This is an optimization exercise on Yosys and OpenROAD, whose aim is small area, a short achievable clock period and few clock cycles, not a production implementation.
At most, simulation tests tie the RTL to the original design; equivalence was not proved.
The RTL of run 4 was laid out without a check of its function.
No activity file was given, so power comes from the tool's default toggle rates.

--- design.v ---
package wpbp_pkg;
    localparam int MAX_RADIUS_DEF = 31;
    localparam int PROB_BITS_DEF  = 16;
    localparam int RADIUS_W   = 5;
    localparam int THRESH_RESET = 32768;
    localparam logic [RADIUS_W-1:0] RADIUS_RESET = 5'd2;
    localparam int CFG_IDX_W = 1;
    typedef enum logic [CFG_IDX_W-1:0] {
        CFG_THRESHOLD = 1'b0,
        CFG_RADIUS    = 1'b1
    } t_cfg_idx;
endpackage
module wpbp_cell #(
    parameter int PROB_BITS = wpbp_pkg::PROB_BITS_DEF
) (
    input  logic                 i_clk,
    input  logic                 i_shift,
    input  logic [PROB_BITS-1:0] i_nb_key,
    input  logic [PROB_BITS-1:0] i_new_key,
    input  logic                 i_in_win,
    output logic [PROB_BITS-1:0] o_key,
    output logic                 o_lok
);
    logic [PROB_BITS-1:0] r_key;
    always_ff @(posedge i_clk) begin
        if (i_shift) begin
            r_key <= i_nb_key;
        end
    end
    assign o_key = r_key;
    assign o_lok = !i_in_win || (i_new_key > r_key);
endmodule
module windowed_peak_boundary_picker_core #(
    parameter int MAX_RADIUS = wpbp_pkg::MAX_RADIUS_DEF,
    parameter int PROB_BITS  = wpbp_pkg::PROB_BITS_DEF,
    localparam int CFG_W     = (PROB_BITS > wpbp_pkg::RADIUS_W) ? PROB_BITS
                                                                 : wpbp_pkg::RADIUS_W
) (
    input  logic                            i_clk,
    input  logic                            i_rst_n,
    input  logic                            i_cfg_we,
    input  logic [wpbp_pkg::CFG_IDX_W-1:0]  i_cfg_idx,
    input  logic [CFG_W-1:0]                i_cfg_data,
    input  logic                            i_in_valid,
    output logic                            o_in_stall,
    input  logic [PROB_BITS-1:0]            i_prob,
    input  logic                            i_barrier,
    input  logic                            i_valid_req,
    input  logic                            i_seq_last,
    output logic                            o_out_valid,
    input  logic                            i_out_stall,
    output logic                            o_boundary,
    output logic                            o_seq_end,
    output logic                            o_run_end
);
    localparam int NS = MAX_RADIUS;           
    localparam int RW = wpbp_pkg::RADIUS_W;
    localparam int PW = PROB_BITS;
    localparam logic [RW-1:0] NONE = '1;      
    logic [PW-1:0] r_thresh;
    logic [RW-1:0] r_radius;
    logic [RW-1:0] w_radius_wr;
    assign w_radius_wr = (i_cfg_data[RW-1:0] > RW'(MAX_RADIUS)) ? RW'(MAX_RADIUS)
                                                                : i_cfg_data[RW-1:0];
    always_ff @(posedge i_clk) begin
        if (!i_rst_n) begin
            r_thresh <= PW'(wpbp_pkg::THRESH_RESET);
            r_radius <= wpbp_pkg::RADIUS_RESET;
        end else if (i_cfg_we) begin
            case (i_cfg_idx)
                wpbp_pkg::CFG_THRESHOLD: r_thresh <= i_cfg_data[PW-1:0];
                wpbp_pkg::CFG_RADIUS:    r_radius <= w_radius_wr;
                default:                 r_thresh <= r_thresh;
            endcase
        end
    end
    logic          r_hold;                    
    logic          w_en;
    logic          a_v, a_top, a_real, a_last;
    logic [PW-1:0] a_key;
    logic [RW-1:0] r_lim;                     
    logic [RW-1:0] r_tidx;                    
    logic          b_v, b_top, b_pass, b_last, b_rel, b_blk;
    logic [NS-1:0] b_lok;
    logic [RW-1:0] b_lim;
    logic          c_v, c_top;
    logic [RW-1:0] c_s;
    logic          q0_v, q1_v;
    logic [RW-1:0] q0_rem, q1_rem;
    logic          q0_hv, q1_hv;
    logic [RW-1:0] q0_hit, q1_hit;
    logic          q0_seq, q1_seq;
    logic          o_v, o_b, o_se, o_re;
    assign w_en = !r_hold;
    always_ff @(posedge i_clk) begin
        if (!i_rst_n) begin
            a_v <= 1'b0;
        end else if (w_en) begin
            a_v <= i_in_valid;
        end
    end
    always_ff @(posedge i_clk) begin
        if (w_en) begin
            a_top  <= !i_valid_req || i_barrier;
            a_real <= i_valid_req;
            a_last <= i_seq_last;
            a_key  <= i_prob | {PW{!i_valid_req || i_barrier}};
        end
    end
    logic          w_shift;
    logic [NS:0][PW-1:0] w_k;
    logic [NS-1:0] w_lok;
    assign w_shift = w_en && a_v;
    assign w_k[0]  = a_key;
    for (genvar j = 0; j < NS; j++) begin : g_slot
        wpbp_cell #(
            .PROB_BITS (PW)
        ) u_slot (
            .i_clk     (i_clk),
            .i_shift   (w_shift),
            .i_nb_key  (w_k[j]),
            .i_new_key (a_key),
            .i_in_win  (RW'(j) < r_lim),
            .o_key     (w_k[j+1]),
            .o_lok     (w_lok[j])
        );
    end
    always_ff @(posedge i_clk) begin
        if (!i_rst_n) begin
            r_lim  <= '0;
            r_tidx <= NONE;
        end else if (w_shift) begin
            if (a_last) begin
                r_lim  <= '0;
                r_tidx <= NONE;
            end else begin
                r_lim  <= (r_lim >= r_radius) ? r_radius : r_lim + RW'(1);
                r_tidx <= a_top ? '0 : (r_tidx == NONE) ? NONE : r_tidx + RW'(1);
            end
        end
    end
    always_ff @(posedge i_clk) begin
        if (!i_rst_n) begin
            b_v <= 1'b0;
        end else if (w_en) begin
            b_v <= a_v;
        end
    end
    always_ff @(posedge i_clk) begin
        if (w_en) begin
            b_top  <= a_top;
            b_pass <= a_real && (a_key >= r_thresh);
            b_last <= a_last;
            b_rel  <= (r_lim == r_radius);
            b_blk  <= (r_tidx < r_lim);
            b_lok  <= w_lok;
            b_lim  <= r_lim;
        end
    end
    logic          w_left_ok, w_newc, w_beaten, w_alive, w_r0, w_relc;
    logic          w_ev, w_push;
    logic [RW-1:0] w_ev_rem, w_ev_hit;
    logic          w_ev_hv, w_ev_seq;
    assign w_r0      = (r_radius == '0);
    assign w_left_ok = b_top ? !b_blk : &b_lok;
    assign w_newc    = b_pass && w_left_ok;
    assign w_beaten  = b_top ? !c_top : b_lok[c_s];
    assign w_alive   = c_v && !w_beaten;
    assign w_relc    = w_alive && (c_s == r_radius - RW'(1));
    assign w_ev      = b_v && (b_last || b_rel);
    assign w_push    = w_en && w_ev;
    always_comb begin
        if (b_last) begin
            w_ev_rem = b_lim;
            w_ev_hv  = w_newc || w_alive;
            w_ev_hit = w_newc ? '0 : c_s + RW'(1);
            w_ev_seq = 1'b1;
        end else begin
            w_ev_rem = '0;
            w_ev_hv  = w_r0 ? w_newc : w_relc;
            w_ev_hit = '0;
            w_ev_seq = 1'b0;
        end
    end
    always_ff @(posedge i_clk) begin
        if (!i_rst_n) begin
            c_v <= 1'b0;
        end else if (w_en && b_v) begin
            if (b_last) begin
                c_v <= 1'b0;
            end else if (w_newc && !w_r0) begin
                c_v <= 1'b1;
            end else if (!(w_alive && !w_relc)) begin
                c_v <= 1'b0;
            end
        end
    end
    always_ff @(posedge i_clk) begin
        if (w_en && b_v) begin
            if (w_newc) begin
                c_s   <= '0;
                c_top <= b_top;
            end else begin
                c_s   <= c_s + RW'(1);
            end
        end
    end
    logic w_out_free, w_emit, w_pop, w_to_q0;
    logic n_q0_v, n_q1_v;
    assign w_out_free = !o_v || !i_out_stall;
    assign w_emit     = q0_v && w_out_free;
    assign w_pop      = w_emit && (q0_rem == '0);
    assign w_to_q0    = !q0_v || (w_pop && !q1_v);
    always_comb begin
        n_q0_v = q0_v;
        n_q1_v = q1_v;
        if (w_pop) begin
            n_q0_v = q1_v;
            n_q1_v = 1'b0;
        end
        if (w_push) begin
            if (w_to_q0) n_q0_v = 1'b1;
            else         n_q1_v = 1'b1;
        end
    end
    always_ff @(posedge i_clk) begin
        if (!i_rst_n) begin
            q0_v <= 1'b0;
            q1_v <= 1'b0;
        end else begin
            q0_v <= n_q0_v;
            q1_v <= n_q1_v;
        end
    end
    always_ff @(posedge i_clk) begin
        if (w_push && w_to_q0) begin
            q0_rem <= w_ev_rem;
            q0_hv  <= w_ev_hv;
            q0_hit <= w_ev_hit;
            q0_seq <= w_ev_seq;
        end else if (w_pop) begin
            q0_rem <= q1_rem;
            q0_hv  <= q1_hv;
            q0_hit <= q1_hit;
            q0_seq <= q1_seq;
        end else if (w_emit) begin
            q0_rem <= q0_rem - RW'(1);
        end
        if (w_push && !w_to_q0) begin
            q1_rem <= w_ev_rem;
            q1_hv  <= w_ev_hv;
            q1_hit <= w_ev_hit;
            q1_seq <= w_ev_seq;
        end
    end
    logic n_b_v, n_b_ev;
    assign n_b_v  = w_en ? a_v : b_v;
    assign n_b_ev = w_en ? (a_last || (r_lim == r_radius)) : (b_last || b_rel);
    always_ff @(posedge i_clk) begin
        if (!i_rst_n) begin
            r_hold <= 1'b0;
        end else begin
            r_hold <= n_b_v && n_b_ev && n_q1_v;
        end
    end
    always_ff @(posedge i_clk) begin
        if (!i_rst_n) begin
            o_v <= 1'b0;
        end else if (w_out_free) begin
            o_v <= q0_v;
        end
    end
    always_ff @(posedge i_clk) begin
        if (w_emit) begin
            o_b  <= q0_hv && (q0_rem == q0_hit);
            o_re <= (q0_rem == '0);
            o_se <= q0_seq && (q0_rem == '0);
        end
    end
    assign o_in_stall  = r_hold;
    assign o_out_valid = o_v;
    assign o_boundary  = o_b;
    assign o_seq_end   = o_se;
    assign o_run_end   = o_re;
endmodule
--- run.sh ---
#!/bin/bash
# synth_recipe.tcl (not shown) runs the flow's synth.tcl, then flattens the netlist and writes it again
# the make line also repeats each setting of config.mk as NAME=value (left out here)
make -C /OpenROAD-flow-scripts/flow DESIGN_CONFIG=/design/flow/config.mk WORK_HOME=/design/flow/orfs CLKGATE_MAP_FILE= SYNTH_SCRIPT=/design/flow/synth_recipe.tcl finish
--- config.mk ---
export PLATFORM = sky130hd
export DESIGN_NAME = windowed_peak_boundary_picker_core
export DESIGN_NICKNAME = windowed_peak_boundary_picker_core
export VERILOG_FILES = /design/flow/design.v
export SDC_FILE = /design/flow/constraint.sdc
export NUM_CORES = 4
export LEC_CHECK = 0
export ABC_CLOCK_PERIOD_IN_PS = 2400
export CAP_MARGIN = 20
export CORE_MARGIN = 2
export CORE_UTILIZATION = 40
export SETUP_SLACK_MARGIN = 3.6
export SLEW_MARGIN = 20
--- constraint.sdc ---
create_clock -name core_clock -period 6.0 [get_ports {i_clk}]
set_input_delay 1.2000 -clock core_clock [delete_from_list [all_inputs] [get_ports {i_clk}]]
set_output_delay 1.2000 -clock core_clock [all_outputs]
set_load 0.01 [all_outputs]
==> notes.md, run 1 <==
cell with the largest stage delay on the worst path -> sky130_fd_sc_hd__or4_1
count of routing violations after the opening detailed-route iteration -> 1708
result of the run -> finished clean
slew at the pin with the worst max-slew slack -> 1.09 ns
CTS root buffer -> sky130_fd_sc_hd__clkbuf_16
number of unique standard cell types used by synthesis -> 63
parity-gate share of the synthesized area counting xor and xnor cells -> 0.00545
number of buffers inserted during clock tree synthesis -> 72
die area -> 0.0868 mm2
Worst Setup Path Type -> reg -> reg
main combinational cell family by area after synthesis -> adder cells
later-pin clock latency in the skew report -> 0.62 ns
type of the most critical hold path -> reg -> reg
flip-flop and latch count after synthesis -> 627
final cycle utilization of the critical path -> 0.421
total power of the final layout -> 10300 uW
Setup Viol. Count Final -> 0
share of cells above drive strength 1 -> 0.133
cell types with the largest area share after synthesis -> sky130_fd_sc_hd__edfxtp_1, sky130_fd_sc_hd__ha_1, sky130_fd_sc_hd__inv_1, sky130_fd_sc_hd__a21o_1, sky130_fd_sc_hd__a21oi_1
ranking of synthesized cells by instance count -> sky130_fd_sc_hd__edfxtp_1, sky130_fd_sc_hd__ha_1, sky130_fd_sc_hd__inv_1
Post-Syn Area per Cell -> 12.0 um2
via count of the routed design -> 22538
Clock H-tree levels -> 3
ys flop type -> sky130_fd_sc_hd__edfxtp_1
worst slew margin relative to its limit -> 0.268
family of cells with the greatest summed delay on the critical path -> simple AND/OR/NAND/NOR gates
net count of the mapped netlist -> 3393
share of the synthesized area in compound gates (AO/OA/AOI/OAI) -> 0.0999
Max Freq -> 0.396 GHz
Congestion Overflow GR -> 0
Post-Synthesis Cell Area -> 0.0338 mm2
pin count of the biggest net entering global routing -> 198
TritonCTS clock tree -> done
drt drc -> 0
global placement routability congestion -> 0.844
number of sinks handled by clock tree synthesis -> 627
PD cells -> 254 mW/mm2
leading cell type by number of instances after synthesis -> sky130_fd_sc_hd__edfxtp_1
highest ir drop seen on vdd -> 185 uV
Final Net Count -> 3603
clock buffer depth -> 3
area of the core region -> 0.0837 mm2
share of synthesized cell area in and, or, nand and nor gates -> 0.0826
count of buffers inserted at the top-level ports -> 45
setup TNS -> 0 ns
unrepaired setup endpoints after global routing -> true
crit end category -> flip-flop
Seq/Total Area, Yosys -> 0.546
number of warnings reported in the yosys synthesis log -> 2
combined area of the multi-input logic cells -> 0.0145 mm2
number of enable flip-flop cells after synthesis -> 589
number of fillers in the final layout -> 7188
clock-pin slew on the worst setup and hold paths -> 0.06 ns
die span in x -> 295 um
vias in the first global route -> 23225
total area of sequential cells -> 0.0185 mm2
final setup skew -> 0.0291 ns
cell type contributing the most total cell area after synthesis -> sky130_fd_sc_hd__edfxtp_1
most used cell along the critical path -> sky130_fd_sc_hd__buf_6
I/O pin total -> 46
first-pass GRT wire length -> 133000 um
multiplexer fraction of the synthesized cell area -> 0.00852
area growth from synthesis to final layout -> 19.8%
starting utilization of the core area -> 0.404
Post-DRT Antenna Nets -> 0
peak per-stage delay on the critical path -> 0.50 ns
Worst Path Max Fanout -> 8
GR Layer Usage met3 -> 0.0326
total length of routed wires -> 89800 um
kind of start point of the critical path -> flip-flop
most used routing layer -> met2
adder and majority gate portion of the synthesized area -> 0.195
DR vias/cell -> 5.34
LEAKAGE -> 0.0169 uW
post-detailed-placement half-perimeter wirelength -> 55400 um
initial antenna violation count -> 1
max-slew violation count -> 0
Die Height -> 295 um
crit path time final -> 2.53 ns
worst endpoint data arrival time -> 2.94 ns
Gate Count Post-Synth -> 2825
number of hold violations in the final report -> 0
Req. time, crit path -> 6.41 ns
area share of the largest cell type after synthesis -> 0.524
buffering stage count on the worst path with inverters included -> 3
Avg WL per Cell -> 21.3 um
CP Cell Sequence -> buf_6 > buf_6 > clkbuf_16 > ha_4 > nor2b_4 > o21ai_2 > nand2b_1 > a21oi_2 > or4_1 > a41oi_2
number of antenna diodes -> 0
Post-synth ARST share -> 0
FP Rows -> 106
max capacitance violation total -> 0
Total Routing Usage GR -> 0.202
drt first pass iters -> 8
met1 usage in global routing -> 0.256
global routing met2 resource utilization -> 0.345
-- worst paths after layout --
path                              start                          to  slack [ns]  depth (start not counted)
min reg2reg  g_slot[19].u_slot.r_key[3]  g_slot[20].u_slot.r_key[3]        0.44                          0
max reg2reg                    a_key[1]                   b_lok[19]        3.47                         10
min          g_slot[19].u_slot.r_key[3]  g_slot[20].u_slot.r_key[3]        0.44                          0
max                            a_key[1]                   b_lok[19]        3.47                         10
-- sequential cells by signal (all words and copies together) (netlist names), 5 cells and up --
signal               cells
r_thresh                16
r_radius                 5
q1_rem                   5
a_key                   16
q1_hit                   5
b_lok                   31
c_s                      5
q0_hit                   5
b_lim                    5
r_tidx                   5
g_slot.u_slot.r_key    496
q0_rem                   5
r_lim                    5
-- metrics by stage --
step            util  cells  hold slack, ns  setup slack, ns  cell area, um2
2_1_floorplan      -   2825           0.426             2.78           33900
3_3_place_gp   0.429   4008           0.430             2.58           35900
4_1_cts        0.466   4172           0.440             3.51           39000
3_5_place_dp   0.429   4008           0.432             2.49           35900
5_1_grt        0.484   4221           0.449             3.44           40500
6_report       0.484   4221           0.443             3.47           40500
-- cell families after synthesis --
logic type / after synthesis
compound gates: 532
buf+inv: 550
xor+xnor: 21
flops: 627
simple gates: 543
fa+ha+maj: 527
mux: 25
-- power by group --
group	switching [uW]	internal, uW
Sequential	99.5	4950
Combinational	619	454
Clock	1780	2380
-- area by class of cell --
class | instances | area share
Inverter | 525 | 0.0495
Tap cell | 1134 | 0.0351
Multi-Input combinational cell | 1650 | 0.358
Clock inverter | 32 | 0.00547
Timing Repair Buffer | 159 | 0.0475
Sequential cell | 627 | 0.456
Clock buffer | 94 | 0.0484
-- repair_timing --
item | 4_1_cts | 5_1_grt
setup endpoints to repair | 93 | 210
cloned | 5 | 9
hold buffers | 0 | 0
buffers inserted | 33 | 40
resized for setup | 127 | 195
pin swaps | 33 | 126
-- layout by cell type, fill, tap and decap left out, drive strengths merged, types with 39 or more instances in the layout --
cell	Yosys	routed
edfxtp	589	589
ha	527	527
inv	522	525
a21oi	159	159
nand2	136	136
a21o	120	120
buf	8	112
nand4	104	104
o21ai	102	102
clkbuf	17	100
nor2	94	94
nor2b	52	52
clkdlybuf4s50	0	40
nand2b	38	39
-- routing by layer --
layer | part of all wire | wire length (um) | vias up
met2 | 0.48 | 43100 | 552
met3 | 0.048 | 4320 | 200
met1 | 0.43 | 38300 | 11132
li1 | - | - | 10654
met5 | 0 | 0 | -
met4 | 0.045 | 4030 | 0
Testbench counts, summed over its fixed seeds: cycles 32,558.
==> run 2: changes to the inputs <==
--- a/config.mk
+++ b/config.mk
@@ -6,8 +6,7 @@
 export NUM_CORES = 4
 export LEC_CHECK = 0
-export ABC_CLOCK_PERIOD_IN_PS = 2400
 export CAP_MARGIN = 20
 export CORE_MARGIN = 2
 export CORE_UTILIZATION = 40
-export SETUP_SLACK_MARGIN = 3.6
+export SETUP_SLACK_MARGIN = 3.2
 export SLEW_MARGIN = 20
==> run 2 against run 1 <==
Compared with the run above:
- cell count fell by 1.8%
- highest routed layer unchanged
- global-route usage shrank 1.4 points
- sequential share of layout area grew 2.5 points
- count of clock-buffer cells in the layout shrank 1
- setup slack got worse by 0.19 ns
- wire length decreased by 11%
- via count shrank 2.2%
- power shrank 0.16%
- critical endpoint is now o_out_valid
- still clean on timing, DRC and antenna
==> notes.md, run 2 <==
slew at the pin with the worst max-slew slack -> 1.02 ns (-0.0735 ns)
Hold Path Sink -> g_slot[18].u_slot.r_key[1]
later-pin clock latency in the skew report -> 0.62 ns (about the same)
Congestion Overflow GR -> 0 (unchanged)
leading cell type by number of instances after synthesis -> sky130_fd_sc_hd__edfxtp_1
Switching Fraction -> 0.232 (-0.0104)
number of buffers inserted during clock tree synthesis -> 70 (-2.8%)
reg-to-reg setup timing slack -> 3.31 ns (-0.16 ns)
highest-count cells in the layout ignoring fill and taps -> sky130_fd_sc_hd__edfxtp_1, sky130_fd_sc_hd__ha_1, sky130_fd_sc_hd__inv_1
vias in the first global route -> 22975 (-1.1%)
unrepaired setup endpoints after global routing -> true
Total Routing Usage GR -> 0.187 (-0.0143)
register share of total power -> 0.492 (about the same)
number of fillers in the final layout -> 7440 (+3.5%)
first-pass GRT wire length -> 126000 um (-5.3%)
count of routing violations after the opening detailed-route iteration -> 1400 (-18%)
top register by number of flip-flops -> g_slot.u_slot.r_key
final std cell area, no fill -> 0.0384 mm2 (-5.2%)
share of cells above drive strength 1 -> 0.0571 (-0.0760)
DR vias/cell -> 5.32 (-0.40%)
number of unique standard cell types used by synthesis -> 63 (unchanged)
post-detailed-placement half-perimeter wirelength -> 54400 um (-1.8%)
worst endpoint data arrival time -> 1.52 ns (-1.42 ns)
crit path time final -> 2.72 ns (+0.191 ns)
clock buffer depth -> 3 (unchanged)
drt drc -> 0 (unchanged)
placed cell areas -> 0.0358 mm2 (-0.28%)
number of sinks handled by clock tree synthesis -> 627 (unchanged)
number of warnings reported in the yosys synthesis log -> 2 (unchanged)
area share of the largest cell type after synthesis -> 0.524 (unchanged)
Setup Viol. Count Final -> 0 (unchanged)
I/O pin total -> 46 (unchanged)
pin count of the biggest net entering global routing -> 192 (-3.0%)
result of the run -> finished clean
ranking of synthesized cells by instance count -> sky130_fd_sc_hd__edfxtp_1, sky130_fd_sc_hd__ha_1, sky130_fd_sc_hd__inv_1
RR Startpoint -> a_key[10]
non-filler instance count after layout -> 4144 (-1.8%)
number of antenna diodes -> 0 (unchanged)
number of enable flip-flop cells after synthesis -> 589 (unchanged)
Post-Synthesis Cell Area -> 0.0338 mm2 (unchanged)
Post-Syn Area per Cell -> 12.0 um2 (unchanged)
initial antenna violation count -> 0 (-1)
cell count after placement -> 4003 (-0.12%)
Max Freq -> 0.368 GHz (-7.0%)
area of the core region -> 0.0837 mm2 (unchanged)
leading cell type in the layout, fill and taps excluded -> sky130_fd_sc_hd__edfxtp_1
Avg WL per Cell -> 19.3 um (-9.2%)
buffering stage count on the worst path with inverters included -> 1 (-2)
count of buffers inserted at the top-level ports -> 45 (unchanged)
largest registers -> g_slot.u_slot.r_key (496), b_lok (31)
part of the total power dissipated in combinational logic -> 0.088 (-0.016)
crit end category -> output port
setup TNS -> 0 ns (unchanged)
hold-fix buffers at CTS -> 0 (unchanged)
final setup skew -> 0.0299 ns (+0.000821 ns)
logic depth of the worst register-to-register path -> 7 (-3)
drt first pass iters -> 5 (-3)
clock-pin slew on the worst setup and hold paths -> 0.06 ns (about the same)
worst slew margin relative to its limit -> 0.318 (+0.0503)
family of cells with the greatest summed delay on the critical path -> buffers and inverters
Worst Path Max Fanout -> 3 (-5)
area growth from synthesis to final layout -> 13.6%
cell types with the largest area share after synthesis -> sky130_fd_sc_hd__edfxtp_1, sky130_fd_sc_hd__ha_1, sky130_fd_sc_hd__inv_1, sky130_fd_sc_hd__a21o_1, sky130_fd_sc_hd__a21oi_1
Die Height -> 295 um (unchanged)
Worst Setup Path Type -> reg -> out
via count of the routed design -> 22039 (-2.2%)
global placement routability congestion -> 0.839 (-0.51%)
destination of the worst register-to-register timing path -> b_lok[10]
number of hold violations in the final report -> 0 (unchanged)
FP Rows -> 106 (unchanged)
peak per-stage delay on the critical path -> 0.55 ns (+0.05 ns)
net count of the mapped netlist -> 3393 (unchanged)
max-slew violation count -> 0 (unchanged)
TritonCTS clock tree -> done
Seq/Total Area, Yosys -> 0.546 (unchanged)
CP Cell Sequence -> clkdlybuf4s50_1
clock share of power -> 0.420 (+0.015)
cell with the largest stage delay on the worst path -> sky130_fd_sc_hd__clkdlybuf4s50_1
number of stages on the worst hold path -> 0 (unchanged)
Gate Count Post-Synth -> 2825 (unchanged)
CTS root buffer -> sky130_fd_sc_hd__clkbuf_16
max capacitance violation total -> 0 (unchanged)
LEAKAGE -> 0.0161 uW (-4.3%)
flip-flop count of the largest register after layout -> 496 (unchanged)
PD cells -> 268 mW/mm2 (+5.3%)
total length of routed wires -> 80000 um (-11%)
worst setup timing slack at the placement stage -> 2.10 ns (-0.394 ns)
type of the most critical hold path -> reg -> reg
Clock H-tree levels -> 3 (unchanged)
PnR worst setup slack -> 3.28 ns (-0.191 ns)
ys flop type -> sky130_fd_sc_hd__edfxtp_1
die span in x -> 295 um (unchanged)
die area -> 0.0868 mm2 (unchanged)
Post-synth ARST share -> 0 (unchanged)
origin of the worst min-delay path -> g_slot[17].u_slot.r_key[1]
Final Net Count -> 3524 (-2.2%)
highest ir drop seen on vdd -> 179 uV (-3.3%)
Req. time, crit path -> 4.80 ns (-1.61 ns)
flip-flop and latch count after synthesis -> 627 (unchanged)
kind of start point of the critical path -> flip-flop
Post-DRT Antenna Nets -> 0 (unchanged)
final cycle utilization of the critical path -> 0.453 (+0.0318)
Pint -> 7880 uW (+1.2%)
starting utilization of the core area -> 0.404 (unchanged)
Net Sw Power -> 2380 uW (-4.4%)
cell type contributing the most total cell area after synthesis -> sky130_fd_sc_hd__edfxtp_1
Final Hold Slack -> 0.435 ns (-0.00845 ns)
run 2: cells by family (layout without fill, tap and decap cells):
logic type / Yosys count / count (layout) / synth area share
xor+xnor: 21 / 21 / 0.00545
buf+inv: 550 / 735 / 0.0619
compound gates: 532 / 532 / 0.0999
flops: 627 / 627 / 0.546
fa+ha+maj: 527 / 527 / 0.195
simple gates: 543 / 543 / 0.0826
mux: 25 / 25 / 0.00852
run 2: worst max-delay path by stage:
stage | from | endpoint | cells past startpoint
6_report | o_v | o_out_valid | 1
3_3_place_gp | i_out_stall | q0_rem[2] | 6
2_1_floorplan | r_hold | r_lim[0] | 8
3_5_place_dp | i_out_stall | q0_hit[2] | 6
4_1_cts | a_key[0] | b_lok[20] | 9
5_1_grt | a_key[13] | b_lok[3] | 8
run 2: power groups by stage:
stage | Combinational, uW | Clock (uW) | Sequential [uW]
after floorplan | 583 | 0 | 5120
after global placement | 824 | 0 | 5140
after detailed placement | 876 | 0 | 5140
after CTS | 898 | 4420 | 5050
after global routing | 1030 | 4580 | 5060
final | 903 | 4310 | 5040
run 2: worst reg2reg max path: stages, from the launching register on:
cell                       delay [ns]
sky130_fd_sc_hd__edfxtp_1        0.38
sky130_fd_sc_hd__buf_6           0.27
sky130_fd_sc_hd__ha_1            0.45
sky130_fd_sc_hd__nand4_1         0.10
sky130_fd_sc_hd__or2_2           0.29
sky130_fd_sc_hd__or4_1           0.49
sky130_fd_sc_hd__nor2b_1         0.15
sky130_fd_sc_hd__a221o_1         0.29
run 2: area by class of cell:
cell class | instances | area (um2) | area share
multi-input combinational | 1648 | 13300 | 0.347
clock inverter | 33 | 383 | 0.00998
inverter | 525 | 2010 | 0.0524
clock buffer | 93 | 1890 | 0.0493
timing repair buffer | 84 | 906 | 0.0236
sequential | 627 | 18500 | 0.481
tap | 1134 | 1420 | 0.0370
run 2: per-layer routing:
layer  GRT usage  routed length, um  part of all wire  vias up
met5           0                  0                 0        -
met4      0.0698               2910             0.036        0
met3      0.0369               4200             0.053      175
met2       0.329              39600              0.49      530
met1       0.227              33300              0.42    10846
li1            -                  -                 -    10488
run 2: timing repair:
| action | CTS | global route |
|---|---|---|
| gates cloned | 1 | 1 |
| buffers inserted | 6 | 7 |
| setup endpoints to repair | 376 | 269 |
| resized for setup | 22 | 15 |
run 2: through the flow:
stage	total power, uW	utilization
6_report	10300	0.458
5_1_grt	10700	0.458
4_1_cts	10400	0.457
3_5_place_dp	6020	0.428
3_3_place_gp	5960	0.428
2_1_floorplan	5700	-
==> run 3: changes to the inputs <==
--- a/config.mk
+++ b/config.mk
@@ -9,4 +9,3 @@
 export CORE_MARGIN = 2
 export CORE_UTILIZATION = 40
-export SETUP_SLACK_MARGIN = 3.2
 export SLEW_MARGIN = 20
==> run 3 against run 2 <==
Compared with the run above:
- synthesized cell count did not move
- power shrank 3.4%
- clock power down 7.4%
- hold slack improved by 0.0046 ns
- global-route usage decreased by 0.59 points
- register-to-register slack got worse by 0.68 ns
- critical path depth rose by 6
- setup slack got worse by 0.65 ns
- count of clock-buffer cells in the layout shrank 9
==> notes.md, run 3 <==
kind of start point of the critical path -> flip-flop
peak per-stage delay on the critical path -> 0.94 ns (+0.39 ns)
drt first pass iters -> 5 (unchanged)
clock-pin slew on the worst setup and hold paths -> 0.06 ns (about the same)
drt drc -> 0 (unchanged)
ranking of synthesized cells by instance count -> sky130_fd_sc_hd__edfxtp_1, sky130_fd_sc_hd__ha_1, sky130_fd_sc_hd__inv_1
TritonCTS clock tree -> done
cell types with the largest area share after synthesis -> sky130_fd_sc_hd__edfxtp_1, sky130_fd_sc_hd__ha_1, sky130_fd_sc_hd__inv_1, sky130_fd_sc_hd__a21o_1, sky130_fd_sc_hd__a21oi_1
share of cells above drive strength 1 -> 0.0447 (-0.0124)
Seq/Total Area, Yosys -> 0.546 (unchanged)
area growth from synthesis to final layout -> 12.0%
final cycle utilization of the critical path -> 0.561 (+0.108)
Final Net Count -> 3510 (-0.40%)
CTS root buffer -> sky130_fd_sc_hd__clkbuf_16
number of warnings reported in the yosys synthesis log -> 2 (unchanged)
result of the run -> finished clean
worst endpoint data arrival time -> 3.72 ns (+2.20 ns)
placed cell areas -> 0.0358 mm2 (about the same)
non-filler instance count after layout -> 4129 (-0.36%)
number of antenna diodes -> 0 (unchanged)
largest registers -> g_slot.u_slot.r_key (496), b_lok (31)
max capacitance violation total -> 0 (unchanged)
ys flop type -> sky130_fd_sc_hd__edfxtp_1
type of the most critical hold path -> reg -> reg
Pint -> 7550 uW (-4.2%)
setup TNS -> 0 ns (unchanged)
later-pin clock latency in the skew report -> 0.61 ns (about the same)
Worst Setup Path Type -> reg -> reg
I/O pin total -> 46 (unchanged)
Avg WL per Cell -> 18.9 um (-2.2%)
crit end category -> flip-flop
number of buffers inserted during clock tree synthesis -> 69 (-1.4%)
Max Freq -> 0.297 GHz (-19%)
Post-Syn Area per Cell -> 12.0 um2 (unchanged)
PD cells -> 262 mW/mm2 (-2.0%)
first-pass GRT wire length -> 121000 um (-3.7%)
LEAKAGE -> 0.0159 uW (-1.6%)
top register by number of flip-flops -> g_slot.u_slot.r_key
number of enable flip-flop cells after synthesis -> 589 (unchanged)
unrepaired setup endpoints after global routing -> false
Post-synth ARST share -> 0 (unchanged)
worst slew margin relative to its limit -> 0.273 (-0.0445)
slew at the pin with the worst max-slew slack -> 1.09 ns (+0.0648 ns)
register share of total power -> 0.510 (+0.018)
leading cell type in the layout, fill and taps excluded -> sky130_fd_sc_hd__edfxtp_1
Net Sw Power -> 2360 uW (-0.86%)
post-CTS setup buffer count -> 0 (-6)
leading cell type by number of instances after synthesis -> sky130_fd_sc_hd__edfxtp_1
Post-DRT Antenna Nets -> 0 (unchanged)
Final Hold Slack -> 0.439 ns (+0.00457 ns)
via count of the routed design -> 21829 (-0.95%)
max-slew violation count -> 0 (unchanged)
highest ir drop seen on vdd -> 190 uV (+5.8%)
post-detailed-placement half-perimeter wirelength -> 53900 um (-0.91%)
clock share of power -> 0.403 (-0.017)
crit path time final -> 3.37 ns (+0.648 ns)
Congestion Overflow GR -> 0 (unchanged)
CP Cell Sequence -> buf_4 > ha_1 > nand4_1 > or2_2 > or4_1 > nor2b_1 > a221o_1
number of hold violations in the final report -> 0 (unchanged)
vias in the first global route -> 22275 (-3.0%)
flip-flop count of the largest register after layout -> 496 (unchanged)
post-CTS sizing -> 0 (-100%)
Die Height -> 295 um (unchanged)
final std cell area, no fill -> 0.0378 mm2 (-1.4%)
Clock H-tree levels -> 3 (unchanged)
count of routing violations after the opening detailed-route iteration -> 1427 (+1.9%)
area of the core region -> 0.0837 mm2 (unchanged)
Post-Synthesis Cell Area -> 0.0338 mm2 (unchanged)
area share of the largest cell type after synthesis -> 0.524 (unchanged)
FP Rows -> 106 (unchanged)
global placement routability congestion -> 0.821 (-2.3%)
Total Routing Usage GR -> 0.181 (-0.00589)
die area -> 0.0868 mm2 (unchanged)
Switching Fraction -> 0.238 (+0.00614)
Gate Count Post-Synth -> 2825 (unchanged)
cell count after placement -> 4005 (+0.050%)
count of buffers inserted at the top-level ports -> 45 (unchanged)
number of unique standard cell types used by synthesis -> 63 (unchanged)
starting utilization of the core area -> 0.404 (unchanged)
hold-fix buffers at CTS -> 0 (unchanged)
die span in x -> 295 um (unchanged)
flip-flop and latch count after synthesis -> 627 (unchanged)
net count of the mapped netlist -> 3393 (unchanged)
cell type contributing the most total cell area after synthesis -> sky130_fd_sc_hd__edfxtp_1
total length of routed wires -> 78000 um (-2.5%)
clock buffer depth -> 3 (unchanged)
DR vias/cell -> 5.29 (-0.59%)
pin count of the biggest net entering global routing -> 287 (+49%)
final setup skew -> 0.0213 ns (-0.00860 ns)
number of sinks handled by clock tree synthesis -> 627 (unchanged)
Setup Viol. Count Final -> 0 (unchanged)
cell with the largest stage delay on the worst path -> sky130_fd_sc_hd__edfxtp_1
Worst Path Max Fanout -> 20 (+17)
initial antenna violation count -> 0 (unchanged)
part of the total power dissipated in combinational logic -> 0.087 (about the same)
highest-count cells in the layout ignoring fill and taps -> sky130_fd_sc_hd__edfxtp_1, sky130_fd_sc_hd__ha_1, sky130_fd_sc_hd__inv_1
Req. time, crit path -> 6.35 ns (+1.55 ns)
-- run 3: per-stage QoR --
step	worst slack (ns)	utilization	total power [uW]
2_1_floorplan	0.624	-	5710
3_3_place_gp	2.15	0.427	5960
3_5_place_dp	2.09	0.427	6010
4_1_cts	2.65	0.452	10000
5_1_grt	2.51	0.452	10300
6_report	2.63	0.452	9910
-- run 3: power by group through the flow --
stage          Clock, uW  Sequential (uW)  Combinational (uW)
4_1_cts             4080             5050                 873
2_1_floorplan          0             5130                 580
3_5_place_dp           0             5140                 866
6_report            3990             5050                 867
5_1_grt             4240             5070                 994
3_3_place_gp           0             5140                 813
-- run 3: area by class of cell --
type | instances | area [um2]
timing repair buffer | 71 | 658
clock buffer | 84 | 1780
tap | 1134 | 1420
sequential | 627 | 18400
inverter | 525 | 2000
multi-input combinational | 1648 | 13200
clock inverter | 40 | 275
fill | 7551 | 45900
-- run 3: routing by layer --
metal / wire (um) / track usage / share of wire / up-vias
li1: - / - / - / 10462
met1: 34000 / 0.225 / 0.44 / 10760
met2: 37800 / 0.313 / 0.49 / 431
met3: 3440 / 0.0341 / 0.044 / 176
met4: 2700 / 0.0674 / 0.035 / 0
met5: 0 / 0 / 0 / -
-- run 3: kinds of logic after synthesis --
family / Yosys count / share of synthesized area
compound gates: 532 / 0.0999
xor+xnor: 21 / 0.00545
mux: 25 / 0.00852
fa+ha+maj: 527 / 0.195
buf+inv: 550 / 0.0619
flops: 627 / 0.546
simple gates: 543 / 0.0826
-- run 3: worst paths after layout --
path	slack, ns	cells after the start	startpoint	end
max reg2reg	2.63	7	a_key[15]	b_lok[10]
min reg2reg	0.44	0	g_slot[13].u_slot.r_key[15]	g_slot[14].u_slot.r_key[15]
min	0.44	0	g_slot[13].u_slot.r_key[15]	g_slot[14].u_slot.r_key[15]
max	2.63	7	a_key[15]	b_lok[10]
-- run 3: worst max-delay path, delay by kind of cell, from the launching register on --
family,cells,cell delay (ns)
compound gates,1,0.28
buf+inv,1,0.53
flops,1,0.94
fa+ha+maj,1,0.24
simple gates,4,1.07
==> run 4: changes to the inputs <==
--- a/design.v
+++ b/design.v
@@ -22,4 +22,6 @@
     output logic                 o_lok
 );
+    localparam int LV = $clog2(PROB_BITS);
+    localparam int NP = 1 << LV;
     logic [PROB_BITS-1:0] r_key;
     always_ff @(posedge i_clk) begin
@@ -28,6 +30,27 @@
         end
     end
+    logic [LV:0][NP-1:0] w_g;
+    logic [LV:0][NP-1:0] w_p;
+    for (genvar i = 0; i < NP; i++) begin : g_bit
+        if (i < PROB_BITS) begin : g_in
+            assign w_g[0][i] = i_new_key[i] && !r_key[i];
+            assign w_p[0][i] = i_new_key[i] || !r_key[i];
+        end else begin : g_pad
+            assign w_g[0][i] = 1'b0;
+            assign w_p[0][i] = 1'b1;
+        end
+    end
+    for (genvar l = 0; l < LV; l++) begin : g_lvl
+        for (genvar i = 0; i < (NP >> (l + 1)); i++) begin : g_node
+            assign w_g[l+1][i] = w_g[l][2*i+1] || (w_p[l][2*i+1] && w_g[l][2*i]);
+            assign w_p[l+1][i] = w_p[l][2*i+1] && w_p[l][2*i];
+        end
+        for (genvar i = (NP >> (l + 1)); i < NP; i++) begin : g_unused
+            assign w_g[l+1][i] = 1'b0;
+            assign w_p[l+1][i] = 1'b0;
+        end
+    end
     assign o_key = r_key;
-    assign o_lok = !i_in_win || (i_new_key > r_key);
+    assign o_lok = !i_in_win || w_g[LV][0];
 endmodule
 module windowed_peak_boundary_picker_core #(
@@ -77,6 +100,6 @@
     logic          r_hold;                    
     logic          w_en;
-    logic          a_v, a_top, a_real, a_last;
-    logic [PW-1:0] a_key;
+    logic          w_acc, w_top;
+    logic [PW-1:0] w_key;
     logic [RW-1:0] r_lim;                     
     logic [RW-1:0] r_tidx;                    
@@ -93,24 +116,12 @@
     logic          o_v, o_b, o_se, o_re;
     assign w_en = !r_hold;
-    always_ff @(posedge i_clk) begin
-        if (!i_rst_n) begin
-            a_v <= 1'b0;
-        end else if (w_en) begin
-            a_v <= i_in_valid;
-        end
-    end
-    always_ff @(posedge i_clk) begin
-        if (w_en) begin
-            a_top  <= !i_valid_req || i_barrier;
-            a_real <= i_valid_req;
-            a_last <= i_seq_last;
-            a_key  <= i_prob | {PW{!i_valid_req || i_barrier}};
-        end
-    end
+    assign w_acc = i_in_valid && w_en;
+    assign w_top = !i_valid_req || i_barrier;
+    assign w_key = i_prob | {PW{w_top}};
     logic          w_shift;
     logic [NS:0][PW-1:0] w_k;
     logic [NS-1:0] w_lok;
-    assign w_shift = w_en && a_v;
-    assign w_k[0]  = a_key;
+    assign w_shift = w_acc;
+    assign w_k[0]  = w_key;
     for (genvar j = 0; j < NS; j++) begin : g_slot
         wpbp_cell #(
@@ -120,5 +131,5 @@
             .i_shift   (w_shift),
             .i_nb_key  (w_k[j]),
-            .i_new_key (a_key),
+            .i_new_key (w_key),
             .i_in_win  (RW'(j) < r_lim),
             .o_key     (w_k[j+1]),
@@ -131,10 +142,10 @@
             r_tidx <= NONE;
         end else if (w_shift) begin
-            if (a_last) begin
+            if (i_seq_last) begin
                 r_lim  <= '0;
                 r_tidx <= NONE;
             end else begin
                 r_lim  <= (r_lim >= r_radius) ? r_radius : r_lim + RW'(1);
-                r_tidx <= a_top ? '0 : (r_tidx == NONE) ? NONE : r_tidx + RW'(1);
+                r_tidx <= w_top ? '0 : (r_tidx == NONE) ? NONE : r_tidx + RW'(1);
             end
         end
@@ -144,12 +155,12 @@
             b_v <= 1'b0;
         end else if (w_en) begin
-            b_v <= a_v;
+            b_v <= i_in_valid;
         end
     end
     always_ff @(posedge i_clk) begin
         if (w_en) begin
-            b_top  <= a_top;
-            b_pass <= a_real && (a_key >= r_thresh);
-            b_last <= a_last;
+            b_top  <= w_top;
+            b_pass <= i_valid_req && (w_key >= r_thresh);
+            b_last <= i_seq_last;
             b_rel  <= (r_lim == r_radius);
             b_blk  <= (r_tidx < r_lim);
@@ -255,6 +266,6 @@
     end
     logic n_b_v, n_b_ev;
-    assign n_b_v  = w_en ? a_v : b_v;
-    assign n_b_ev = w_en ? (a_last || (r_lim == r_radius)) : (b_last || b_rel);
+    assign n_b_v  = w_en ? i_in_valid : b_v;
+    assign n_b_ev = w_en ? (i_seq_last || (r_lim == r_radius)) : (b_last || b_rel);
     always_ff @(posedge i_clk) begin
         if (!i_rst_n) begin
--- a/config.mk
+++ b/config.mk
@@ -9,3 +9,4 @@
 export CORE_MARGIN = 2
 export CORE_UTILIZATION = 40
+export SETUP_SLACK_MARGIN = 3.2
 export SLEW_MARGIN = 20
==> run 4 against run 3 <==
Compared with the run above:
- still clean
- sequential power rose by 1%
- register-to-register slack better by 0.44 ns
- critical path depth rose by 10
- fmax decreased by 1.9%
- hold slack improved by 0.013 ns
- largest cell class unchanged
==> notes.md, run 4 <==
ranking of synthesized cells by instance count -> sky130_fd_sc_hd__edfxtp_1, sky130_fd_sc_hd__a21oi_1, sky130_fd_sc_hd__nand2_1
critical path launch point -> i_valid_req
flip-flop and latch count after synthesis -> 607 (-3.2%)
logic depth of the worst register-to-register path -> 8 (+1)
total length of routed wires -> 99900 um (+28%)
cell types with the largest area share after synthesis -> sky130_fd_sc_hd__edfxtp_1, sky130_fd_sc_hd__a21oi_1, sky130_fd_sc_hd__maj3_1, sky130_fd_sc_hd__o21ai_0, sky130_fd_sc_hd__dfxtp_1
final std cell area, no fill -> 0.0375 mm2 (-0.74%)
first-pass GRT wire length -> 145000 um (+19%)
die span in x -> 275 um (-6.7%)
hold-fix buffers at CTS -> 0 (unchanged)
number of hold violations in the final report -> 0 (unchanged)
kind of start point of the critical path -> input pin
Final Net Count -> 2803 (-20%)
area of the core region -> 0.0727 mm2 (-13%)
PD cells -> 281 mW/mm2 (+7.2%)
starting utilization of the core area -> 0.403 (about the same)
post-detailed-placement half-perimeter wirelength -> 60300 um (+12%)
origin of the worst min-delay path -> g_slot[7].u_slot.r_key[3]
Avg WL per Cell -> 26.7 um (+41%)
reg-to-reg setup timing slack -> 3.07 ns (+0.44 ns)
leading cell type by number of instances after synthesis -> sky130_fd_sc_hd__edfxtp_1
via count of the routed design -> 23541 (+7.8%)
Clock H-tree levels -> 3 (unchanged)
crit path time final -> 3.43 ns (+0.0645 ns)
clock buffer depth -> 3 (unchanged)
final cycle utilization of the critical path -> 0.572 (+0.0107)
top layer reached by signal wires -> met5
number of unique standard cell types used by synthesis -> 79 (+25%)
vias in the first global route -> 21903 (-1.7%)
unrepaired setup endpoints after global routing -> true
most used cell along the critical path -> sky130_fd_sc_hd__buf_6
die area -> 0.0755 mm2 (-13%)
TritonCTS clock tree -> done
area growth from synthesis to final layout -> 28.0%
area share of the largest cell type after synthesis -> 0.584 (+0.0600)
Congestion Overflow GR -> 0 (unchanged)
final setup skew -> 0.0203 ns (-0.000957 ns)
Post-Syn Area per Cell -> 11.8 um2 (-1.7%)
length of routed wiring on met1 -> 39700 um (+17%)
count of routing violations after the opening detailed-route iteration -> 2860 (+100%)
number of logic stages on the critical path including buffering -> 17 (+10)
crit path to -> b_lok[28]
later-pin clock latency in the skew report -> 0.61 ns (about the same)
initial antenna violation count -> 1 (+1)
cell type contributing the most total cell area after synthesis -> sky130_fd_sc_hd__edfxtp_1
count of buffers inserted at the top-level ports -> 45 (unchanged)
max capacitance violation total -> 0 (unchanged)
net count of the mapped netlist -> 2564 (-24%)
type of the most critical hold path -> reg -> reg
result of the run -> finished clean
Post-DRT Antenna Nets -> 0 (unchanged)
slew at the pin with the worst max-slew slack -> 0.819 ns (-0.267 ns)
flip-flop count of the largest register after layout -> 496 (unchanged)
Setup Viol. Count Final -> 0 (unchanged)
FP Rows -> 99 (-6.6%)
number of sinks handled by clock tree synthesis -> 607 (-3.2%)
RR Startpoint -> g_slot[12].u_slot.r_key[1]
placed cell areas -> 0.0312 mm2 (-13%)
Post-Synthesis Cell Area -> 0.0293 mm2 (-13%)
worst slew margin relative to its limit -> 0.450 (+0.177)
drt first pass iters -> 9 (+4)
Max Freq -> 0.291 GHz (-1.9%)
worst endpoint data arrival time -> 3.77 ns (+0.05 ns)
drt drc -> 0 (unchanged)
peak per-stage delay on the critical path -> 0.39 ns (-0.55 ns)
buffering stage count on the worst path with inverters included -> 9 (+8)
LEAKAGE -> 0.0127 uW (-20%)
met2 wire length -> 45800 um (+21%)
CP Cell Sequence -> buf_6 > buf_6 > nor2b_4 > buf_4 > buf_6 > inv_12 > buf_16 > nor2_4 > buf_6 > buf_6 > buf_16 > o21ai_0 > a31oi_1 > a21oi_1 > a211o_1 > a311oi_2 > nor2_1
Post-synth ARST share -> 0 (unchanged)
crit end category -> flip-flop
Worst Setup Path Type -> in -> reg
Gate Count Post-Synth -> 2494 (-12%)
share of cells above drive strength 1 -> 0.239 (+0.194)
DR vias/cell -> 6.29 (+19%)
cell with the largest stage delay on the worst path -> sky130_fd_sc_hd__a311oi_2
CTS root buffer -> sky130_fd_sc_hd__clkbuf_16
clock-pin slew on the worst setup and hold paths -> 0.06 ns (about the same)
ys flop type -> sky130_fd_sc_hd__edfxtp_1
top register by number of flip-flops -> g_slot.u_slot.r_key
highest ir drop seen on vdd -> 192 uV (+1.1%)
number of enable flip-flop cells after synthesis -> 570 (-3.2%)
number of warnings reported in the yosys synthesis log -> 2 (unchanged)
number of buffers inserted during clock tree synthesis -> 69 (unchanged)
Req. time, crit path -> 6.34 ns (about the same)
detailed-routed wire length on met3 -> 9290 um (+170%)
family of cells with the greatest summed delay on the critical path -> buffers and inverters
destination of the worst register-to-register timing path -> b_lok[12]
total power of the final layout -> 10500 uW (+6.4%)
Die Height -> 275 um (-6.7%)
Worst Path Max Fanout -> 8 (-60%)
Seq/Total Area, Yosys -> 0.609 (+0.0628)
highest-count cells in the layout ignoring fill and taps -> sky130_fd_sc_hd__edfxtp_1, sky130_fd_sc_hd__a21oi_1, sky130_fd_sc_hd__nand2_1
number of antenna diodes -> 0 (unchanged)
max-slew violation count -> 0 (unchanged)
I/O pin total -> 46 (unchanged)
global placement routability congestion -> 0.925 (+13%)
pin count of the biggest net entering global routing -> 164 (-43%)
leading cell type in the layout, fill and taps excluded -> sky130_fd_sc_hd__edfxtp_1
number of fillers in the final layout -> 6005 (-20%)
Total Routing Usage GR -> 0.254 (+0.0728)
setup TNS -> 0 ns (unchanged)
largest registers -> g_slot.u_slot.r_key (496), b_lok (31), r_thresh (16)
run 4: logic make-up after synthesis:
group | synth area share
xor gates and xnor gates | 0.00627
DFF | 0.609
muxes | 0.0102
adders and majority gates | 0.0456
and+or+nand+nor | 0.105
buffers and inverters | 0.0329
AOI/OAI and AO/OA | 0.191
run 4: timing repair:
| item | CTS | global route |
|---|---|---|
| gates cloned | 21 | 7 |
| pin swaps | 117 | 146 |
| resized for setup | 327 | 172 |
| setup endpoints to repair | 126 | 280 |
| buffers inserted | 110 | 59 |
run 4: stage by stage:
step	utilization	hold WS, ns	worst slack, ns	instances
3_3_place_gp	0.429	0.433	1.00	3424
3_5_place_dp	0.429	0.442	0.995	3424
4_1_cts	0.495	0.458	2.71	3675
2_1_floorplan	-	0.426	2.56	2494
6_report	0.516	0.453	2.57	3741
5_1_grt	0.516	0.467	2.56	3741
run 4: cell type report:
| type | instances | area [um2] | share of cell area |
|---|---|---|---|
| clock buffers | 94 | 1960 | 0.0521 |
| repair inverters | 1 | 8.76 | 0.000233 |
| multi-input cells | 1650 | 12100 | 0.323 |
| inverters | 96 | 475 | 0.0127 |
| repair buffers | 308 | 3680 | 0.0980 |
| flip-flops and latches | 607 | 17900 | 0.476 |
| clock inverters | 26 | 219 | 0.00583 |
| well taps | 959 | 1200 | 0.0320 |
run 4: how the worst min path moves through the flow:
stage | end | slack (ns) | cells past startpoint
final | g_slot[8].u_slot.r_key[3] | 0.45 | 0
after global routing | g_slot[8].u_slot.r_key[2] | 0.47 | 0
after CTS | g_slot[8].u_slot.r_key[3] | 0.46 | 0
after detailed placement | g_slot[8].u_slot.r_key[3] | 0.44 | 0
after global placement | g_slot[8].u_slot.r_key[3] | 0.43 | 0
after floorplan | g_slot[13].u_slot.r_key[0] | 0.43 | 0
run 4: metal layers:
layer / vias to the layer above / global-route usage
met5: - / 0
met4: 2 / 0.109
met3: 324 / 0.0463
met2: 1427 / 0.399
met1: 11550 / 0.346
li1: 10238 / -
run 4: where the power goes:
part	total [uW]	internal [uW]	switching (uW)
Combinational	1260	537	727
Sequential	5120	4890	233
Clock	4160	2440	1720
==> run 5: changes to the inputs <==
--- a/design.v
+++ b/design.v
@@ -15,5 +15,4 @@
 ) (
     input  logic                 i_clk,
-    input  logic                 i_shift,
     input  logic [PROB_BITS-1:0] i_nb_key,
     input  logic [PROB_BITS-1:0] i_new_key,
@@ -26,7 +25,5 @@
     logic [PROB_BITS-1:0] r_key;
     always_ff @(posedge i_clk) begin
-        if (i_shift) begin
-            r_key <= i_nb_key;
-        end
+        r_key <= i_nb_key;
     end
     logic [LV:0][NP-1:0] w_g;
@@ -99,4 +96,5 @@
     end
     logic          r_hold;                    
+    logic          r_stall;                   
     logic          w_en;
     logic          w_acc, w_top;
@@ -104,4 +102,5 @@
     logic [RW-1:0] r_lim;                     
     logic [RW-1:0] r_tidx;                    
+    logic [RW-1:0] r_rot;                     
     logic          b_v, b_top, b_pass, b_last, b_rel, b_blk;
     logic [NS-1:0] b_lok;
@@ -116,12 +115,10 @@
     logic          o_v, o_b, o_se, o_re;
     assign w_en = !r_hold;
-    assign w_acc = i_in_valid && w_en;
+    assign w_acc = i_in_valid && !r_stall;
     assign w_top = !i_valid_req || i_barrier;
     assign w_key = i_prob | {PW{w_top}};
-    logic          w_shift;
     logic [NS:0][PW-1:0] w_k;
     logic [NS-1:0] w_lok;
-    assign w_shift = w_acc;
-    assign w_k[0]  = w_key;
+    assign w_k[0]  = w_acc ? w_key : w_k[NS];
     for (genvar j = 0; j < NS; j++) begin : g_slot
         wpbp_cell #(
@@ -129,7 +126,6 @@
         ) u_slot (
             .i_clk     (i_clk),
-            .i_shift   (w_shift),
             .i_nb_key  (w_k[j]),
-            .i_new_key (w_key),
+            .i_new_key (i_prob),
             .i_in_win  (RW'(j) < r_lim),
             .o_key     (w_k[j+1]),
@@ -141,5 +137,5 @@
             r_lim  <= '0;
             r_tidx <= NONE;
-        end else if (w_shift) begin
+        end else if (w_acc) begin
             if (i_seq_last) begin
                 r_lim  <= '0;
@@ -153,7 +149,16 @@
     always_ff @(posedge i_clk) begin
         if (!i_rst_n) begin
+            r_rot <= '0;
+        end else if (w_acc || r_rot == RW'(NS - 1)) begin
+            r_rot <= '0;
+        end else begin
+            r_rot <= r_rot + RW'(1);
+        end
+    end
+    always_ff @(posedge i_clk) begin
+        if (!i_rst_n) begin
             b_v <= 1'b0;
         end else if (w_en) begin
-            b_v <= i_in_valid;
+            b_v <= w_acc;
         end
     end
@@ -161,5 +166,5 @@
         if (w_en) begin
             b_top  <= w_top;
-            b_pass <= i_valid_req && (w_key >= r_thresh);
+            b_pass <= i_valid_req && (i_barrier || (i_prob >= r_thresh));
             b_last <= i_seq_last;
             b_rel  <= (r_lim == r_radius);
@@ -265,12 +270,16 @@
         end
     end
-    logic n_b_v, n_b_ev;
-    assign n_b_v  = w_en ? i_in_valid : b_v;
-    assign n_b_ev = w_en ? (i_seq_last || (r_lim == r_radius)) : (b_last || b_rel);
+    logic n_b_v, n_b_ev, n_hold, n_aligned;
+    assign n_b_v     = w_en ? w_acc : b_v;
+    assign n_b_ev    = w_en ? (i_seq_last || (r_lim == r_radius)) : (b_last || b_rel);
+    assign n_hold    = n_b_v && n_b_ev && n_q1_v;
+    assign n_aligned = w_acc ? 1'b1 : (r_lim == '0) || (r_rot == RW'(NS - 1));
     always_ff @(posedge i_clk) begin
         if (!i_rst_n) begin
-            r_hold <= 1'b0;
+            r_hold  <= 1'b0;
+            r_stall <= 1'b0;
         end else begin
-            r_hold <= n_b_v && n_b_ev && n_q1_v;
+            r_hold  <= n_hold;
+            r_stall <= n_hold || !n_aligned;
         end
     end
@@ -289,5 +298,5 @@
         end
     end
-    assign o_in_stall  = r_hold;
+    assign o_in_stall  = r_stall;
     assign o_out_valid = o_v;
     assign o_boundary  = o_b;
--- a/config.mk
+++ b/config.mk
@@ -9,4 +9,4 @@
 export CORE_MARGIN = 2
 export CORE_UTILIZATION = 40
-export SETUP_SLACK_MARGIN = 3.2
+export SETUP_SLACK_MARGIN = 3.6
 export SLEW_MARGIN = 20
==> run 5 against run 4 <==
Compared with the run above:
- critical path depth is 5 lower
- fmax is 3.4% lower
- count of clock-buffer cells in the layout is 2 higher
- still clean on timing, DRC and antenna
- hold slack worse by 0.12 ns
==> notes.md, run 5 <==
result of the run -> finished clean
Setup Viol. Count Final -> 0 (unchanged)
global placement routability congestion -> 0.839 (-9.4%)
slew at the pin with the worst max-slew slack -> 0.851 ns (+0.0314 ns)
Post-Syn Area per Cell -> 11.4 um2 (-3.3%)
first-pass GRT wire length -> 93600 um (-35%)
leading cell type in the layout, fill and taps excluded -> sky130_fd_sc_hd__dfxtp_1
number of unique standard cell types used by synthesis -> 69 (-13%)
crit path time final -> 3.55 ns (+0.122 ns)
later-pin clock latency in the skew report -> 0.67 ns (+0.06 ns)
flip-flop and latch count after synthesis -> 613 (+0.99%)
Congestion Overflow GR -> 0 (unchanged)
number of sinks handled by clock tree synthesis -> 613 (+0.99%)
multiplexer fraction of the synthesized cell area -> 0.0129 (+0.00273)
area growth from synthesis to final layout -> 22.9%
drt first pass iters -> 5 (-4)
PD cells -> 351 mW/mm2 (+25%)
final std cell area, no fill -> 0.0276 mm2 (-27%)
Worst Path Max Fanout -> 7 (-1)
Gate Count Post-Synth -> 1974 (-21%)
type of the most critical hold path -> reg -> reg
TritonCTS clock tree -> done
share of cells above drive strength 1 -> 0.244 (+0.00537)
cell type contributing the most total cell area after synthesis -> sky130_fd_sc_hd__dfxtp_1
Max Freq -> 0.281 GHz (-3.4%)
critical path launch point -> i_prob[0]
Seq/Total Area, Yosys -> 0.580 (-0.0294)
crit end category -> flip-flop
DR vias/cell -> 5.37 (-15%)
pin count of the biggest net entering global routing -> 43 (-74%)
non-filler instance count after layout -> 2892 (-23%)
worst setup timing slack at the placement stage -> 0.956 ns (-0.0388 ns)
final setup skew -> 0.0527 ns (+0.0324 ns)
number of antenna diodes -> 0 (unchanged)
share of synthesized cell area in and, or, nand and nor gates -> 0.0832 (-0.0216)
area of the core region -> 0.0553 mm2 (-24%)
number of warnings reported in the yosys synthesis log -> 2 (unchanged)
destination of the worst register-to-register timing path -> b_lok[6]
Avg WL per Cell -> 20.6 um (-23%)
max capacitance violation total -> 0 (unchanged)
die span in x -> 241 um (-12%)
FP Rows -> 86 (-13%)
Total Routing Usage GR -> 0.207 (-0.0473)
leading cell type by number of instances after synthesis -> sky130_fd_sc_hd__dfxtp_1
worst endpoint data arrival time -> 4.03 ns (+0.26 ns)
post-detailed-placement half-perimeter wirelength -> 39700 um (-34%)
adder and majority gate portion of the synthesized area -> 0.133 (+0.0878)
Req. time, crit path -> 6.47 ns (+0.13 ns)
number of hold violations in the final report -> 0 (unchanged)
ranking of synthesized cells by instance count -> sky130_fd_sc_hd__dfxtp_1, sky130_fd_sc_hd__maj3_1, sky130_fd_sc_hd__nand2_1
parity-gate share of the synthesized area counting xor and xnor cells -> 0.00780 (+0.00153)
kind of start point of the critical path -> input pin
I/O pin total -> 46 (unchanged)
Worst Setup Path Type -> in -> reg
area share of the largest cell type after synthesis -> 0.481 (-0.103)
number of fillers in the final layout -> 4931 (-18%)
main combinational cell family by area after synthesis -> compound AO/OA/AOI/OAI gates
Hold Path Sink -> g_slot[23].u_slot.r_key[11]
clock-pin slew on the worst setup and hold paths -> 0.06 ns (about the same)
setup TNS -> 0 ns (unchanged)
reg-to-reg setup timing slack -> 2.81 ns (-0.26 ns)
via count of the routed design -> 15534 (-34%)
die area -> 0.0580 mm2 (-23%)
highest ir drop seen on vdd -> 284 uV (+48%)
Die Height -> 241 um (-12%)
net count of the mapped netlist -> 2049 (-20%)
total length of routed wires -> 59600 um (-40%)
starting utilization of the core area -> 0.406 (+0.00262)
origin of the worst min-delay path -> g_slot[22].u_slot.r_key[11]
Clock H-tree levels -> 2 (-1)
cell types with the largest area share after synthesis -> sky130_fd_sc_hd__dfxtp_1, sky130_fd_sc_hd__edfxtp_1, sky130_fd_sc_hd__maj3_1, sky130_fd_sc_hd__maj3_2, sky130_fd_sc_hd__nand2b_1
RR Startpoint -> g_slot[6].u_slot.r_key[0]
Post-Synthesis Cell Area -> 0.0224 mm2 (-23%)
final cycle utilization of the critical path -> 0.592 (+0.0203)
worst slew margin relative to its limit -> 0.429 (-0.0216)
LEAKAGE -> 0.0105 uW (-18%)
Final Net Count -> 2168 (-23%)
PnR worst setup slack -> 2.45 ns (-0.122 ns)
logic depth of the worst register-to-register path -> 10 (+2)
initial antenna violation count -> 0 (-1)
vias in the first global route -> 15908 (-27%)
largest registers -> g_slot.u_slot.r_key (496), b_lok (31), r_thresh (16)
number of stages on the worst hold path -> 0 (unchanged)
top register by number of flip-flops -> g_slot.u_slot.r_key
unrepaired setup endpoints after global routing -> true
share of the synthesized area in compound gates (AO/OA/AOI/OAI) -> 0.147 (-0.0444)
ys flop type -> sky130_fd_sc_hd__dfxtp_1
placed cell areas -> 0.0240 mm2 (-23%)
count of buffers inserted at the top-level ports -> 45 (unchanged)
hold-fix buffers at CTS -> 0 (unchanged)
cell count after placement -> 2699 (-21%)
Post-synth ARST share -> 0 (unchanged)
max-slew violation count -> 0 (unchanged)
clock buffer depth -> 3 (unchanged)
total area of sequential cells -> 0.0130 mm2 (-27%)
drt drc -> 0 (unchanged)
Post-DRT Antenna Nets -> 0 (unchanged)
flip-flop count of the largest register after layout -> 496 (unchanged)
CTS root buffer -> sky130_fd_sc_hd__clkbuf_16
count of routing violations after the opening detailed-route iteration -> 1194 (-58%)
number of enable flip-flop cells after synthesis -> 74 (-87%)
highest-count cells in the layout ignoring fill and taps -> sky130_fd_sc_hd__dfxtp_1, sky130_fd_sc_hd__maj3_2, sky130_fd_sc_hd__nand2_1
number of buffers inserted during clock tree synthesis -> 61 (-12%)
combined area of the multi-input logic cells -> 0.00937 mm2 (-23%)
run 5: cell types whose count changed in the layout (fill, tap and decap cells not counted), moves of 76 or more:
cell                       change
sky130_fd_sc_hd__dfxtp_1     +501
sky130_fd_sc_hd__maj3_2      +129
sky130_fd_sc_hd__buf_4        -76
sky130_fd_sc_hd__edfxtp_1    -496
sky130_fd_sc_hd__o21ai_0      -80
sky130_fd_sc_hd__a21oi_1     -126
run 5: area by class of cell:
cell class	instances	share of cell area
Sequential cell	613	0.472
Clock inverter	18	0.00844
Timing Repair inverter	7	0.00204
Clock buffer	96	0.0670
Tap cell	748	0.0339
Timing Repair Buffer	154	0.0587
Multi-Input combinational cell	1149	0.340
Inverter	107	0.0185
run 5: worst max-delay path by stage:
stage,endpoint,slack (ns),depth (start not counted)
2_1_floorplan,b_lok[8],2.20,11
4_1_cts,b_lok[18],2.48,12
6_report,b_lok[8],2.45,12
3_3_place_gp,b_lok[1],1.02,11
3_5_place_dp,b_lok[1],0.96,11
5_1_grt,b_lok[18],2.38,12
run 5: per-layer routing:
| metal | routed length, um | GRT usage | share of wire |
|---|---|---|---|
| met2 | 28200 | 0.346 | 0.47 |
| met1 | 26100 | 0.265 | 0.44 |
| met3 | 2550 | 0.0261 | 0.043 |
| met5 | 0 | 0 | 0 |
| met4 | 2720 | 0.100 | 0.046 |
run 5: repair_timing:
action | 4_1_cts | 5_1_grt
setup buffers | 60 | 9
endpoints found under the hold margin | 0 | 0
cloned | 9 | 1
resized for setup | 195 | 31
setup endpoints to repair | 79 | 40
pin swaps | 108 | 77
run 5: kinds of logic after synthesis:
family / count (synthesis)
mux: 17
buf+inv: 212
flops: 613
simple gates: 373
compound gates: 459
xor+xnor: 20
fa+ha+maj: 280
run 5: through the flow:
stage                     total power, uW  hold WS [ns]   util
after detailed placement             5720         0.332  0.435
after CTS                            9730         0.319  0.495
after global routing                10100         0.331  0.499
after global placement               5700         0.335  0.435
final                                9690         0.330  0.499
after floorplan                      5410         0.323      -
run 5: where the power goes:
group	switching [uW]	leakage (uW)	internal (uW)
Combinational	518	0.00425	526
Clock	1640	0.00103	2250
Sequential	259	0.00518	4490
Total	2420	0.0105	7270
run 5: critical path, stage by stage:
cell and delay, ns:
sky130_fd_sc_hd__buf_16 0.12, sky130_fd_sc_hd__buf_4 0.12, sky130_fd_sc_hd__nand2b_1 0.06, sky130_fd_sc_hd__maj3_2 0.31, sky130_fd_sc_hd__maj3_2 0.30, sky130_fd_sc_hd__maj3_2 0.30, sky130_fd_sc_hd__maj3_2 0.30, sky130_fd_sc_hd__maj3_2 0.30
sky130_fd_sc_hd__maj3_2 0.30, sky130_fd_sc_hd__maj3_2 0.33, sky130_fd_sc_hd__o2111a_1 0.25, sky130_fd_sc_hd__o21ai_1 0.13
Testbench counts of run 5, summed over its fixed seeds: cycles 32,550.

[afterwards: timing with drivers on the ports]
No port has a modelled driver above. Below, the same layouts with a new extraction and two added sets of constraints.
Step 1 assumes that a clkbuf_16 drives the clock port and a buf_2 every other input.
Step 2, shift: input delay + t, output delay - t, t = (earliest + latest rising clock arrival at the registers) / 2. This alone moves slack from input paths to output paths.
Slacks: ideal / step 1 / step 2; pairs: ideal / step 1.
| run | t, ns | setup slack, ns | worst hold slack (ns) | cell pins on the clock port's net |
|---|---|---|---|---|
| run 1 | 0.667 | 3.472 / 3.472 / 2.952 | 0.443 / 0.443 / 0.443 | 1 |
| run 2 | 0.665 | 3.281 / 3.220 / 2.761 | 0.435 / 0.435 / 0.435 | 1 |
| run 3 | 0.663 | 2.633 / 2.633 / 2.054 | 0.439 / 0.439 / 0.439 | 1 |
| run 4 | 0.661 | 2.568 / 2.595 / 1.933 | 0.453 / 0.453 / 0.453 | 1 |
| run 5 | 0.700 | 2.447 / 2.420 / 1.720 | 0.330 / 0.330 / 0.330 | 1 |
After both steps setup and hold are still met in every run listed. The setup slack of run 5, which loses most, moves by -0.027 ns with the drivers and by -0.727 ns with both steps.
